This is an optimization exercise on Yosys and OpenROAD, whose aim is a short achievable clock period and few clock cycles, not a production implementation. The RTL was checked by simulation tests, not by an equivalence proof against the original design. Power is estimated from default activity; no workload was simulated.

[flow/constraint.sdc]
create_clock -name core_clock -period 7.5 [get_ports {clk}]
set_input_delay 1.5000 -clock core_clock [delete_from_list [all_inputs] [get_ports {clk}]]
set_output_delay 1.5000 -clock core_clock [all_outputs]
set_load 0.01 [all_outputs]
[flow/design.v]
package riscv_pkg;
endpackage
`timescale 1ns/100ps
module riscv_cpu (
    input  logic                 clk,
    input  logic                 reset,
    input  logic [32-1:0]     instr,
    output logic [32-1:0]     pc,
    input  logic [32-1:0]     read_data,
    output logic                 dmem_rd_en,
    output logic                 dmem_wr_en,
    output logic [32-1:0]     dmem_addr,
    output logic [32-1:0]     dmem_wr_data,
    input  logic                 cache_stall
);
    function automatic logic sum_is_zero(input logic [31:0] x, input logic [31:0] y,
                                         input logic cin);
        logic [31:0] t;
        logic [31:0] g;
        t = x ^ y;
        g = x | y;
        sum_is_zero = (t[0] == cin) && ((t[31:1] ^ g[30:0]) == 31'd0);
    endfunction
    function automatic logic alu_is_zero(input logic [31:0] x, input logic [31:0] y,
                                         input logic op_add, input logic op_sub,
                                         input logic op_and, input logic op_or,
                                         input logic op_xor);
        alu_is_zero = (op_add && sum_is_zero(x, y, 1'b0))
                   || (op_sub && sum_is_zero(x, ~y, 1'b1))
                   || (op_and && ((x & y) == 32'd0))
                   || (op_or  && ((x | y) == 32'd0))
                   || (op_xor && (x == y));
    endfunction
    function automatic logic [31:0] pick(input logic [4:0] sel, input logic [31:0] own,
                                         input logic [31:0] sum, input logic [31:0] diff,
                                         input logic [31:0] lgc, input logic [31:0] ld);
        pick = ({32{sel[0]}} & own) | ({32{sel[1]}} & sum) | ({32{sel[2]}} & diff)
             | ({32{sel[3]}} & lgc) | ({32{sel[4]}} & ld);
    endfunction
    localparam int BTB_N = 4;
    logic [31:0]      pc_q;
    logic [BTB_N-1:0] btb_v;
    logic [9:0]       btb_tag [BTB_N];
    logic [31:0]      btb_tgt [BTB_N];
    logic [BTB_N-1:0] btb_ptr;    
    logic             f_valid;
    logic [31:0]      f_instr;
    logic [31:0]      f_pc;
    logic             f_pred;
    logic [BTB_N-1:0] f_hit;
    logic        d_wrd;       
    logic [4:0]  d_rd;
    logic        d_ld;
    logic        d_st;
    logic        d_br;        
    logic        d_ne;
    logic        d_add;       
    logic        d_sub;
    logic        d_and;
    logic        d_or;
    logic        d_xor;
    logic [31:0] d_a;         
    logic [31:0] d_b;         
    logic [31:0] d_s;         
    logic [31:0] d_az, d_bz;
    logic [31:0] e_sumz, e_diffz, e_lgcz;
    logic [4:0]  fa, fb, fs;  
    logic [4:0]  fa_add, fb_add, fa_sub, fb_sub;
    logic [19:0] zsel;        
    logic        z_ok;        
    logic [31:0] d_target;
    logic [31:0] d_pc;
    logic [31:0] d_fix;       
    logic        d_pred;
    logic [BTB_N-1:0] d_hit;
    logic        e_wrd;
    logic [4:0]  e_rd;
    logic        e_ld;
    logic        e_st;
    logic        e_wsum, e_wdiff, e_wlgc;   
    logic [31:0] e_sum;
    logic [31:0] e_addr;      
    logic [31:0] e_diff;
    logic [31:0] e_lgc;
    logic [31:0] e_sd;
    logic        e_zero;      
    logic [31:0] regs [1:31];
    logic        zflag [1:31];
    assign pc           = pc_q;
    assign dmem_rd_en   = e_ld;
    assign dmem_wr_en   = e_st;
    assign dmem_addr    = e_addr;
    assign dmem_wr_data = e_sd;
    logic [31:0] mem_val;
    logic        mem_zero;
    assign mem_val  = pick({e_ld, e_wlgc, e_wdiff, e_wsum, 1'b0}, 32'd0, e_sum, e_diff,
                           e_lgc, read_data);
    assign mem_zero = e_ld ? (read_data == 32'd0) : e_zero;
    always_ff @(posedge clk) begin
        if (e_wrd) begin
            regs[e_rd]  <= mem_val;
            zflag[e_rd] <= mem_zero;
        end
    end
    logic       p_op, p_opi, p_ld, p_st, p_br;
    logic       p_zcmp;       
    logic [4:0] p_r;          
    logic       p_hex, p_hmem, p_m1, p_m2, p_b1, p_b2;
    logic       p_zf;
    logic [4:0] n_rs1, n_rs2, n_r;
    logic [11:0] f_tlo;       
    logic        f_tc;        
    logic [19:0] f_pc_hi_p1, f_pc_hi_m1;
    logic [31:0] f_pc4;
    logic [2:0] n_f3;
    logic       n_f3_alu;
    assign n_rs1 = instr[19:15];
    assign n_rs2 = instr[24:20];
    assign n_r   = (n_rs1 == 5'd0) ? n_rs2 : n_rs1;
    assign n_f3  = instr[14:12];
    assign n_f3_alu = n_f3 == 3'b000 || (n_f3[2] && n_f3[1:0] != 2'b01);
    logic [6:0] opc;
    logic [2:0] f3;
    logic [4:0] rd, rs1, rs2;
    logic       is_op, is_opi, is_ld, is_st, is_br;
    logic       i_sub, i_and, i_or, i_xor, i_add;
    logic       wrd;
    logic [31:0] imm_i, imm_s, imm_b;
    assign opc = f_instr[6:0];
    assign f3  = f_instr[14:12];
    assign rd  = f_instr[11:7];
    assign rs1 = f_instr[19:15];
    assign rs2 = f_instr[24:20];
    assign is_op  = f_valid && p_op;
    assign is_opi = f_valid && p_opi;
    assign is_ld  = f_valid && p_ld;
    assign is_st  = f_valid && p_st;
    assign is_br  = f_valid && p_br;
    assign i_sub = is_op && f_instr[30];
    assign i_xor = (is_op || is_opi) && f3 == 3'b100;
    assign i_or  = (is_op || is_opi) && f3 == 3'b110;
    assign i_and = (is_op || is_opi) && f3 == 3'b111;
    assign i_add = !(i_xor || i_or || i_and || i_sub);
    assign wrd = (is_op || is_opi || is_ld) && rd != 5'd0;
    assign imm_i = {{20{f_instr[31]}}, f_instr[31:20]};
    assign imm_s = {{20{f_instr[31]}}, f_instr[31:25], f_instr[11:7]};
    assign imm_b = {{19{f_instr[31]}}, f_instr[31], f_instr[7], f_instr[30:25],
                    f_instr[11:8], 1'b0};
    always_ff @(posedge clk) begin
        if (!cache_stall) begin
            p_op   <= instr[6:0] == 7'b0110011 && n_f3_alu && instr[31] == 1'b0
                      && instr[29:25] == 5'd0 && (!instr[30] || n_f3 == 3'b000);
            p_opi  <= instr[6:0] == 7'b0010011 && n_f3_alu;
            p_ld   <= instr[6:0] == 7'b0000011 && n_f3 == 3'b010;
            p_st   <= instr[6:0] == 7'b0100011 && n_f3 == 3'b010;
            p_br   <= instr[6:0] == 7'b1100011 && n_f3[2:1] == 2'b00;
            p_zcmp <= n_rs1 == 5'd0 || n_rs2 == 5'd0;
            p_r    <= n_r;
            p_zf   <= (n_r == 5'd0) || ((e_wrd && e_rd == n_r) ? mem_zero : zflag[n_r]);
            p_hex  <= wrd && rd == n_r;
            p_hmem <= d_wrd && d_rd == n_r;
            p_m1   <= wrd && rd == n_rs1;
            p_m2   <= wrd && rd == n_rs2;
            p_b1   <= d_wrd && d_rd == n_rs1;
            p_b2   <= d_wrd && d_rd == n_rs2;
            {f_tc, f_tlo} <= {1'b0, pc_q[11:0]} + {1'b0, instr[7], instr[30:25], instr[11:8], 1'b0};
            f_pc_hi_p1 <= pc_q[31:12] + 20'd1;
            f_pc_hi_m1 <= pc_q[31:12] - 20'd1;
            f_pc4      <= pc_q + 32'd4;
        end
    end
    logic [31:0] rv1, rv2;
    assign rv1 = (rs1 == 5'd0) ? 32'd0 : (e_wrd && p_b1) ? mem_val : regs[rs1];
    assign rv2 = (rs2 == 5'd0) ? 32'd0 : (e_wrd && p_b2) ? mem_val : regs[rs2];
    logic m1, m2, m2b;
    logic [4:0] prod;         
    assign m1  = d_wrd && p_m1;
    assign m2  = d_wrd && p_m2;
    assign m2b = m2 && is_op;
    assign prod = {d_ld, d_and || d_or || d_xor, d_sub, d_add && !d_ld, 1'b0};
    logic [3:0] a_pick;
    logic [4:0] i_op;
    assign a_pick = m1 ? prod[3:0] : 4'b0001;
    assign i_op   = {i_xor, i_or, i_and, i_sub, i_add};
    logic [31:0] id_target;
    logic [31:0] id_pc4;
    assign id_target = {(f_tc == f_instr[31]) ? f_pc[31:12] : f_tc ? f_pc_hi_p1 : f_pc_hi_m1,
                        f_tlo};
    assign id_pc4    = f_pc4;
    logic [BTB_N-1:0] hit;
    logic             btb_hit;
    logic [31:0]      btb_target;
    logic             pc_hi_zero;
    assign pc_hi_zero = pc_q[31:10] == 22'd0;
    always_comb begin
        btb_target = 32'd0;
        for (int i = 0; i < BTB_N; i++) begin
            hit[i] = btb_v[i] && pc_hi_zero && btb_tag[i] == pc_q[9:0];
            btb_target = btb_target | ({32{hit[i]}} & btb_tgt[i]);
        end
    end
    assign btb_hit = |hit;
    logic [31:0] ex_a, ex_b, ex_s, ex_sum, ex_diff, ex_lgc;
    assign ex_a    = pick(fa, d_a, e_sum, e_diff, e_lgc, read_data);
    assign ex_b    = pick(fb, d_b, e_sum, e_diff, e_lgc, read_data);
    assign ex_s    = pick(fs, d_s, e_sum, e_diff, e_lgc, read_data);
    ex_adder #(.SUB(1'b0)) ex_add_inst (.fa(fa_add), .fb(fb_add), .d_a(d_a), .d_b(d_b), .e_sum(e_sum),
                          .e_diff(e_diff), .e_lgc(e_lgc), .ld(read_data), .y(ex_sum));
    ex_adder #(.SUB(1'b1)) ex_sub_inst (.fa(fa_sub), .fb(fb_sub), .d_a(d_a), .d_b(d_b), .e_sum(e_sum),
                          .e_diff(e_diff), .e_lgc(e_lgc), .ld(read_data), .y(ex_diff));
    assign ex_lgc  = ({32{d_and}} & (ex_a & ex_b))
                   | ({32{d_or}}  & (ex_a | ex_b))
                   | ({32{d_xor}} & (ex_a ^ ex_b));
    logic ex_zero;
    assign ex_zero = alu_is_zero(ex_a, ex_b, d_add, d_sub, d_and, d_or, d_xor);
    logic ex_eq, ex_taken, ex_redirect;
    logic exr0, exr1;         
    logic [31:0] eq_a, eq_s;
    logic        fa_ld, fs_ld;
    assign fa_ld = fa[4];
    assign fs_ld = fs[4];
    assign eq_a  = pick(fa, d_a, e_sum, e_diff, e_lgc, 32'd0);
    assign eq_s  = pick(fs, d_s, e_sum, e_diff, e_lgc, 32'd0);
    ex_compare ex_cmp_inst (.fa_ld(fa_ld), .fs_ld(fs_ld), .ld(read_data), .a(eq_a),
                            .s(eq_s), .eq(ex_eq));
    assign exr0        = d_br && (d_ne != d_pred);
    assign exr1        = d_br && (d_ne == d_pred);
    assign ex_taken    = ex_eq != d_ne;
    assign ex_redirect = ex_eq ? exr1 : exr0;
    logic [4:0]  r;
    logic        hit_ex, hit_mem;
    logic        z_ex, z_val;
    logic [3:0]  z_ex4;       
    logic        id_ok;
    logic        id_taken;
    logic        id_redirect;
    assign r       = p_r;
    assign hit_ex  = d_wrd && p_hex;
    assign hit_mem = e_wrd && p_hmem;
    ex_zero_test ex_zero_inst (.zsel(zsel), .d_a(d_az), .d_b(d_bz), .e_sum(e_sumz),
                               .e_diff(e_diffz), .e_lgc(e_lgcz), .z(z_ex4));
    assign z_ex = |z_ex4;
    logic use_zex, z_old;
    logic idr0, idr1;         
    logic id_a, id_b, id_c;
    assign use_zex = r != 5'd0 && hit_ex;
    assign z_old   = (r != 5'd0 && hit_mem) ? e_zero : p_zf;
    assign z_val   = use_zex ? z_ex : z_old;
    assign id_ok = p_zcmp && !(hit_ex && (d_ld || !z_ok))
                && !(!hit_ex && hit_mem && e_ld);
    assign id_taken    = z_val != f3[0];
    assign id_a        = f_valid && f_pred && !is_br;
    assign id_b        = is_br && id_ok;
    assign id_c        = f3[0] != f_pred;
    assign idr0        = id_a || (id_b && ((use_zex ? 1'b0 : z_old) != id_c));
    assign idr1        = id_a || (id_b && ((use_zex ? 1'b1 : z_old) != id_c));
    assign id_redirect = z_ex ? idr1 : idr0;
    logic             u_exr, u_idr, u_extk, u_fpred;
    logic [9:0]       u_dtag, u_ftag;
    logic [31:0]      u_dtgt, u_ftgt;
    logic [BTB_N-1:0] u_dhit, u_fhit;
    always_ff @(posedge clk) begin
        if (reset) begin
            u_exr <= 1'b0;
            u_idr <= 1'b0;
        end else begin
            u_exr <= !cache_stall && ex_redirect;
            u_idr <= !cache_stall && id_redirect;
        end
        u_extk  <= ex_taken;
        u_fpred <= f_pred;
        u_dtag  <= d_pc[9:0];
        u_dtgt  <= d_target;
        u_dhit  <= d_hit;
        u_ftag  <= f_pc[9:0];
        u_ftgt  <= id_target;
        u_fhit  <= f_hit;
    end
    logic             u_ins, u_inv;
    logic [9:0]       u_tag;
    logic [31:0]      u_tgt;
    logic [BTB_N-1:0] u_hit;
    assign u_ins = u_exr ? u_extk  : u_idr && !u_fpred;
    assign u_inv = u_exr ? !u_extk : u_idr && u_fpred;
    assign u_tag = u_exr ? u_dtag  : u_ftag;
    assign u_tgt = u_exr ? u_dtgt  : u_ftgt;
    assign u_hit = u_exr ? u_dhit  : u_fhit;
    always_ff @(posedge clk) begin
        if (reset) begin
            btb_v   <= '0;
            btb_ptr <= BTB_N'(1);
        end else if (u_ins) begin
            btb_v   <= btb_v | btb_ptr;
            btb_ptr <= {btb_ptr[BTB_N-2:0], btb_ptr[BTB_N-1]};
        end else if (u_inv) begin
            btb_v   <= btb_v & ~u_hit;
        end
    end
    always_ff @(posedge clk) begin
        if (u_ins) begin
            for (int i = 0; i < BTB_N; i++) begin
                if (btb_ptr[i]) begin
                    btb_tag[i] <= u_tag;
                    btb_tgt[i] <= u_tgt;
                end
            end
        end
    end
    logic [31:0] pc_seq, pc_id;
    logic [32:0] nx [2][2];   
    assign pc_seq  = btb_hit ? btb_target : pc_q + 32'd4;
    assign pc_id   = f_pred ? id_pc4 : id_target;
    always_comb begin
        for (int e = 0; e < 2; e++) begin
            for (int z = 0; z < 2; z++) begin
                if (reset) begin
                    nx[e][z] = {1'b0, 32'h0000_0000};
                end else if (cache_stall) begin
                    nx[e][z] = {f_valid, pc_q};
                end else if (e != 0 ? exr1 : exr0) begin
                    nx[e][z] = {1'b0, d_fix};
                end else if (z != 0 ? idr1 : idr0) begin
                    nx[e][z] = {1'b0, pc_id};
                end else begin
                    nx[e][z] = {1'b1, pc_seq};
                end
            end
        end
    end
    logic [32:0] pc_fv_next;
    pc_late_pick pc_late_inst (.ex_eq(ex_eq), .z_ex4(z_ex4), .n00(nx[0][0]), .n01(nx[0][1]),
                               .n10(nx[1][0]), .n11(nx[1][1]), .q(pc_fv_next));
    always_ff @(posedge clk) begin
        {f_valid, pc_q} <= pc_fv_next;
    end
    always_ff @(posedge clk) begin
        if (!cache_stall) begin
            f_instr <= instr;
            f_pc    <= pc_q;
            f_pred  <= btb_hit;
            f_hit   <= hit;
        end
    end
    always_ff @(posedge clk) begin
        if (reset || (!cache_stall && ex_redirect)) begin
            d_wrd <= 1'b0;
            d_ld  <= 1'b0;
            d_st  <= 1'b0;
            d_br  <= 1'b0;
        end else if (!cache_stall) begin
            d_wrd <= wrd;
            d_ld  <= is_ld;
            d_st  <= is_st;
            d_br  <= is_br && !id_ok;
        end
    end
    always_ff @(posedge clk) begin
        if (!cache_stall) begin
            d_rd     <= rd;
            d_ne     <= f3[0];
            d_add    <= i_add;
            d_sub    <= i_sub;
            d_and    <= i_and;
            d_or     <= i_or;
            d_xor    <= i_xor;
            d_a      <= rv1;
            d_b      <= is_op ? rv2 : is_st ? imm_s : imm_i;
            d_s      <= rv2;
            if (is_op || is_opi) begin
                d_az <= rv1;
                d_bz <= is_op ? rv2 : imm_i;
            end
            fa       <= m1  ? prod : 5'b00001;
            fb       <= m2b ? prod : 5'b00001;
            fs       <= m2  ? prod : 5'b00001;
            fa_add   <= m1 && i_add  ? prod : 5'b00001;
            fb_add   <= m2b && i_add ? prod : 5'b00001;
            fa_sub   <= m1 && i_sub  ? prod : 5'b00001;
            fb_sub   <= m2b && i_sub ? prod : 5'b00001;
            for (int c = 0; c < 4; c++) begin
                for (int o = 0; o < 5; o++) begin
                    zsel[c*5+o] <= a_pick[c] && i_op[o];
                end
            end
            z_ok     <= !m2b && !(m1 && d_ld);
            d_target <= id_target;
            d_pc     <= f_pc;
            d_fix    <= f_pred ? id_pc4 : id_target;
            d_pred   <= f_pred;
            d_hit    <= f_hit;
        end
    end
    always_ff @(posedge clk) begin
        if (reset) begin
            e_wrd <= 1'b0;
            e_ld  <= 1'b0;
            e_st  <= 1'b0;
        end else if (!cache_stall) begin
            e_wrd <= d_wrd;
            e_ld  <= d_ld;
            e_st  <= d_st;
        end
    end
    always_ff @(posedge clk) begin
        if (!cache_stall) begin
            e_rd    <= d_rd;
            e_wsum  <= d_add && !d_ld;
            e_wdiff <= d_sub;
            e_wlgc  <= d_and || d_or || d_xor;
            e_sum   <= ex_sum;
            if (d_wrd && d_add && !d_ld) begin
                e_sumz <= ex_sum;
            end
            if (d_wrd && d_sub) begin
                e_diffz <= ex_diff;
            end
            if (d_wrd && (d_and || d_or || d_xor)) begin
                e_lgcz <= ex_lgc;
            end
            if (d_ld || d_st) begin
                e_addr <= ex_sum;
            end
            e_diff  <= ex_diff;
            e_lgc   <= ex_lgc;
            e_sd    <= ex_s;
            e_zero  <= ex_zero;
        end
    end
endmodule
module ex_adder #(parameter logic SUB = 1'b0) (
    input  logic [4:0]  fa,
    input  logic [4:0]  fb,
    input  logic [31:0] d_a,
    input  logic [31:0] d_b,
    input  logic [31:0] e_sum,
    input  logic [31:0] e_diff,
    input  logic [31:0] e_lgc,
    input  logic [31:0] ld,
    output logic [31:0] y
);
    logic [31:0] a4, b4, a, b;
    pick4 pick_a (.sel(fa[3:0]), .own(d_a), .sum(e_sum), .diff(e_diff), .lgc(e_lgc), .y(a4));
    pick4 pick_b (.sel(fb[3:0]), .own(d_b), .sum(e_sum), .diff(e_diff), .lgc(e_lgc), .y(b4));
    assign a = fa[4] ? ld : a4;
    assign b = fb[4] ? ld : b4;
    assign y = SUB ? a - b : a + b;
endmodule
module pick4 (
    input  logic [3:0]  sel,
    input  logic [31:0] own,
    input  logic [31:0] sum,
    input  logic [31:0] diff,
    input  logic [31:0] lgc,
    output logic [31:0] y
);
    assign y = ({32{sel[0]}} & own) | ({32{sel[1]}} & sum) | ({32{sel[2]}} & diff)
             | ({32{sel[3]}} & lgc);
endmodule
module ex_zero_test (
    input  logic [19:0] zsel,
    input  logic [31:0] d_a,
    input  logic [31:0] d_b,
    input  logic [31:0] e_sum,
    input  logic [31:0] e_diff,
    input  logic [31:0] e_lgc,
    output logic [3:0]  z        
);
    function automatic logic sum_is_zero(input logic [31:0] x, input logic [31:0] y,
                                         input logic cin);
        logic [31:0] t;
        logic [31:0] g;
        t = x ^ y;
        g = x | y;
        sum_is_zero = (t[0] == cin) && ((t[31:1] ^ g[30:0]) == 31'd0);
    endfunction
    function automatic logic [4:0] alu_is_zero(input logic [31:0] x, input logic [31:0] y);
        alu_is_zero = {x == y, (x | y) == 32'd0, (x & y) == 32'd0,
                       sum_is_zero(x, ~y, 1'b1), sum_is_zero(x, y, 1'b0)};
    endfunction
    logic [19:0] zt;
    assign zt[4:0]   = alu_is_zero(d_a,    d_b);
    assign zt[9:5]   = alu_is_zero(e_sum,  d_b);
    assign zt[14:10] = alu_is_zero(e_diff, d_b);
    assign zt[19:15] = alu_is_zero(e_lgc,  d_b);
    for (genvar c = 0; c < 4; c++) begin : g_or
        assign z[c] = |(zsel[c*5 +: 5] & zt[c*5 +: 5]);
    end
endmodule
module pc_late_pick (
    input  logic        ex_eq,
    input  logic [3:0]  z_ex4,    
    input  logic [32:0] n00,
    input  logic [32:0] n01,
    input  logic [32:0] n10,
    input  logic [32:0] n11,
    output logic [32:0] q
);
    logic [32:0] nz0, nz1;
    pick2 #(.W(66)) eq_pick (.sel(ex_eq), .a({n00, n01}), .b({n10, n11}), .y({nz0, nz1}));
    z_pick #(.W(9)) z_pick0 (.z4(z_ex4), .a(nz0[8:0]),   .b(nz1[8:0]),   .y(q[8:0]));
    z_pick #(.W(8)) z_pick1 (.z4(z_ex4), .a(nz0[16:9]),  .b(nz1[16:9]),  .y(q[16:9]));
    z_pick #(.W(8)) z_pick2 (.z4(z_ex4), .a(nz0[24:17]), .b(nz1[24:17]), .y(q[24:17]));
    z_pick #(.W(8)) z_pick3 (.z4(z_ex4), .a(nz0[32:25]), .b(nz1[32:25]), .y(q[32:25]));
endmodule
module z_pick #(parameter int W = 1) (
    input  logic [3:0]   z4,
    input  logic [W-1:0] a,
    input  logic [W-1:0] b,
    output logic [W-1:0] y
);
    assign y = (|z4) ? b : a;
endmodule
module pick2 #(parameter int W = 1) (
    input  logic         sel,
    input  logic [W-1:0] a,
    input  logic [W-1:0] b,
    output logic [W-1:0] y
);
    assign y = sel ? b : a;
endmodule
module ex_compare (
    input  logic        fa_ld,
    input  logic        fs_ld,
    input  logic [31:0] ld,
    input  logic [31:0] a,
    input  logic [31:0] s,
    output logic        eq
);
    assign eq = fa_ld ? (fs_ld || ld == s) : fs_ld ? a == ld : a == s;
endmodule
[flow/config.mk]
export PLATFORM = sky130hd
export DESIGN_NAME = riscv_cpu
export DESIGN_NICKNAME = riscv_cpu
export VERILOG_FILES = /design/flow/design.v
export SDC_FILE = /design/flow/constraint.sdc
export NUM_CORES = 4
export LEC_CHECK = 0
export CAP_MARGIN = 20
export CORE_MARGIN = 2
export CORE_UTILIZATION = 40
export PLACE_DENSITY = 0.6
export SETUP_SLACK_MARGIN = 4.4
export SLEW_MARGIN = 20
export SYNTH_HIERARCHICAL = 1
export TNS_END_PERCENT = 100
[flow/run.sh]
#!/bin/bash
# synth_recipe.tcl (not shown) runs the flow's synth.tcl, then flattens the netlist and writes it again
# the make line also repeats each setting of config.mk as NAME=value (left out here)
make -C /OpenROAD-flow-scripts/flow DESIGN_CONFIG=/design/flow/config.mk WORK_HOME=/design/flow/orfs CLKGATE_MAP_FILE= SYNTH_SCRIPT=/design/flow/synth_recipe.tcl finish
==> reports/metrics.csv <==
stage,metric,value,unit
critical_path,start_kind,flop,
clock_network,cts_buffer_depth,4,
timing,timing.slew.headroom,0.09335,
timing,min_period_over_period,0.5026,
clock_network,hold_buffers,0,
synthesis,synth_area,113400,sq um
synthesis,syn_inst,8318,
die,num_rows,195,
finish,multiInputGateArea,54380,sq um
die,die_y,536.3,um
critical_path,endpoint,pc_q[11],
routing,drt-total-wl,499400,um
timing,fmax,0.2653,GHz
grt,track_usage,0.3379,
critical_path,end_kind,flop,
critical_path,regToRegEndpoint,pc_q[11],
grt,grt_max_degree,137,
critical_path,r2r_start,fs[0],
synthesis,synth-edff-count,1916,
placed_design,dp_hpwl,320200,um
worst_hold_path,min_path_type,flop to flop,
synthesis,synth.net_count,8940,
timing,slew_viol_final,0,
critical_path,cp_data_required_time,8.32,ns
critical_path,cpMostUsedCell,buf_6,
die,die_area,287700,sq um
run,maxCapViolCount,0,
placed_design,place.gp.congestion,1.030,
critical_path,critPathKind,flop to flop,
finish,area_delta_synth_final,23.01,%
routing,via_per_inst,6.544,
synthesis,synth.distinct_cells,99,
critical_path,critPathLaunch,fs[0],
finish,design_area,139400,sq um
grt,antenna_found_initial,41,
synthesis,ys_seq_elements,2068,
clock_network,cts_sinks,2068,
die,start_util,0.4019,
finish,final_common_cell,edfxtp_1,
clock_network,htreeDepth,4,
routing,drtIter0Drc,12610,
placed_design,io_buffers,164,
critical_path,cp_slowest_cell,edfxtp_1,
run_status,status,no timing/DRC/antenna violations,
critical_path,path_cells,buf_6 -> buf_16 -> buf_16 -> a22oi_2 -> nand2_4 -> buf_4 -> xnor2_2 -> nand4_1 -> nor4_4 -> a41o_4 -> buf_6 -> buf_12 -> a32o_4 -> buf_6 -> buf_12 -> mux2_4 -> mux2_4,
timing,final.setup.tns,0,ns
routing,wl_per_cell,38.54,um
finish,largest-register,regs,
placed_design,dp_slack,1.813,ns
finish,finish.utilization,0.4944,
finish,fillers,24160,
grt,grt_pass1_wl,675300,um
synthesis,avgSynthCellArea,13.63,sq um
timing,finalCriticalPeriod,3.770,ns
clock_network,cts_made_buffers,226,
critical_path,r2r_cells,17,
die,io_pins,165,
timing,finClkSkew,0.1031,ns
finish,seq_area,60730,sq um
routing,dr.pass1.iters,12,
die,core_area,282000,sq um
timing,rsz0062_at_grt,true,
timing,finalHoldViolations,0,
critical_path,worstPathMaxFanout,8,
synthesis,ys_seq_area_frac,0.5344,
clock_network,clock_latency,0.96,ns
die,die_w,536.3,um
critical_path,r2r_slack,3.73,ns
routing,drc_errors,0,
timing,fin_ws,3.730,ns
clock_network,cts_tree,built,
routing,vias,84790,
finish,largestRegisters,"regs: 992 flops, btb_tgt: 124 flops, btb_tag: 40 flops",
pwr,leakagePower,50.09,nW
pwr,ir_worst_vdd,199.9,uV
placed_design,placed_area,120400,sq um
routing,ant_nets,0,
finish,largest_reg_flops,992,
grt,grt_pass1_vias,82140,
timing,worst_pin_slew,1.360,ns
finish,layout-drive-gt1-share,0.3116,
grt,grt_overflow,0,
critical_path,critical_path_arrival,4.59,ns
pwr,power-per-cell-area,258.2,nW/um^2
synthesis,async_flop_share,0,
critical_path,max_stage_delay,0.38,ns
clock_network,clk_pin_slew,0.07,ns
synthesis,synth_warnings,14,
timing,setup_violations,0,
synthesis,synth_ff_type,edfxtp_1,
clock_network,cts_root_buffer,clkbuf_16,
finish,layout_common_cells,"edfxtp_1, mux4_2, buf_4",
finish,nets,9633,
-- Yosys stat by module (local to each module, per instance), a selection --
module | flops+latches | cell area, sq um | times used | cells
riscv_cpu | 2068 | 94110 | 1 | 5975
ex_zero_test | 0 | 8990 | 1 | 1024
ex_compare | 0 | 1061 | 1 | 123
pick4 | 0 | 679.4 | 4 | 108
-- power by group --
| part | total, mW | internal, mW | switching, mW |
|---|---|---|---|
| combinational | 9.59 | 3.82 | 5.77 |
| clock | 11.6 | 6.66 | 4.93 |
| sequential | 14.8 | 13.9 | 0.963 |
-- cell families (layout without fill, tap and decap cells) --
family,count (synthesis),in the layout,synth area share
multiplexers,1082,1082,0.1607
AO/OA/AOI/OAI,1573,1574,0.09744
flip-flops,2068,2068,0.5344
adder cells (fa/ha/maj),555,555,0.06146
buffers and inverters,847,1731,0.03144
XOR/XNOR,571,571,0.04412
other,0,10,0
AND/OR/NAND/NOR,1622,1623,0.07041
-- layer usage --
metal  GRT usage  part of all wire
met1      0.4399              0.38
met5           0           0.00066
met3     0.08766              0.11
met2      0.5086              0.43
met4      0.1996             0.076
-- per-stage QoR --
step                cells  power [mW]  hold WS (ns)
floorplan            8318       18.95        0.3233
global placement    11970       22.21        0.3248
detailed placement  11970       22.25        0.3269
CTS                 12840       35.16        0.3382
global route        12950       36.79        0.3475
finish              12960       36.00        0.3372
-- cell type report --
type                       instances  share of cell area
clock buffer                     276             0.04327
tap                             3743             0.03359
inverter                         346             0.01036
clock inverter                   145             0.01108
sequential                      2068              0.4356
timing repair buffer             959             0.07574
timing repair inverter             5           0.0002154
multi-input combinational       5405              0.3900
antenna                           10           0.0001795
-- cell usage after synthesis (14+ instances only) --
master | n | area [sq um]
edfxtp_1 | 1916 | 57540
a22oi_1 | 552 | 4144
ha_1 | 552 | 6907
mux4_2 | 551 | 12410
nand2_1 | 523 | 1963
nor2_1 | 397 | 1490
inv_1 | 343 | 1287
xnor2_1 | 338 | 2960
clkbuf_1 | 290 | 1089
a21oi_1 | 275 | 1376
mux2i_1 | 255 | 2552
mux2_2 | 236 | 2658
xor2_1 | 233 | 2041
nand4_1 | 225 | 1408
a21o_1 | 157 | 1179
dfxtp_1 | 152 | 3043
a211oi_1 | 130 | 975.9
buf_2 | 124 | 620.6
o21ai_0 | 117 | 585.6
nor4_1 | 115 | 719.4
nor3_1 | 76 | 380.4
a31oi_1 | 68 | 425.4
nand3_1 | 64 | 320.3
o31ai_1 | 59 | 442.9
buf_1 | 46 | 172.7
nor2b_1 | 45 | 281.5
mux2_4 | 40 | 600.6
and3_1 | 28 | 175.2
or3_1 | 24 | 150.1
buf_4 | 21 | 157.7
o21bai_1 | 21 | 157.7
buf_6 | 20 | 225.2
a221oi_1 | 19 | 166.4
and2_1 | 19 | 118.9
a41o_1 | 18 | 180.2
a22o_1 | 17 | 148.9
and4_1 | 16 | 140.1
o311ai_0 | 16 | 140.1
o211ai_1 | 15 | 112.6
a221o_1 | 14 | 140.1
or4_1 | 14 | 105.1
-- how the worst min path moves through the flow --
stage	from	to	slack, ns	cells after the start
after global placement	d_pc[7]	u_dtag[7]	0.32	0
after detailed placement	d_target[1]	u_dtgt[1]	0.33	0
after floorplan	d_hit[0]	u_dhit[0]	0.32	0
final	d_target[1]	u_dtgt[1]	0.34	0
after CTS	d_target[1]	u_dtgt[1]	0.34	0
after global routing	d_hit[2]	u_dhit[2]	0.35	0
-- what timing repair did --
item | CTS | global route
gates resized for setup | 1376 | 280
gates cloned | 35 | 13
endpoints found under the setup margin | 1756 | 555
pin swaps | 210 | 145
setup buffers | 413 | 90
hold endpoints to repair | 0 | 0
-- worst max-delay path: cells and delay by family, from the launching register on --
| kind | cells | cell delay (ns) |
|---|---|---|
| mux | 2 | 0.55 |
| simple gates | 3 | 0.55 |
| buf+inv | 8 | 1.20 |
| compound gates | 3 | 0.72 |
| flops | 1 | 0.38 |
| xor+xnor | 1 | 0.18 |
Testbench counts, summed over its fixed seeds: cycles 40,507.

==> static timing again, ports no longer ideal <==
In the flow no input, the clock included, has a driving cell. The finished layout below was timed again as built, in two steps. Step 1 assumes that a clkbuf_16 drives the clock port and a buf_2 every other input. Step 2 adds t to the input delays and takes it off the output delays; t is the mean of the earliest and latest rising clock arrival at the registers after step 1. Input paths then give back, and output paths get back, about the clock's delay inside the block. a / b / c = no drivers / after step 1 / after step 2; a / b = the first two.
t, ns: 1.011
setup WS [ns]: 3.730 / 3.730 / 2.830
worst setup path after step 2: input to register
worst data-port slew with drivers (ns): 0.18
After both steps this run still meets setup and hold. For this run, drivers alone change the setup slack by 0.000 ns; drivers and shift together by -0.900 ns.
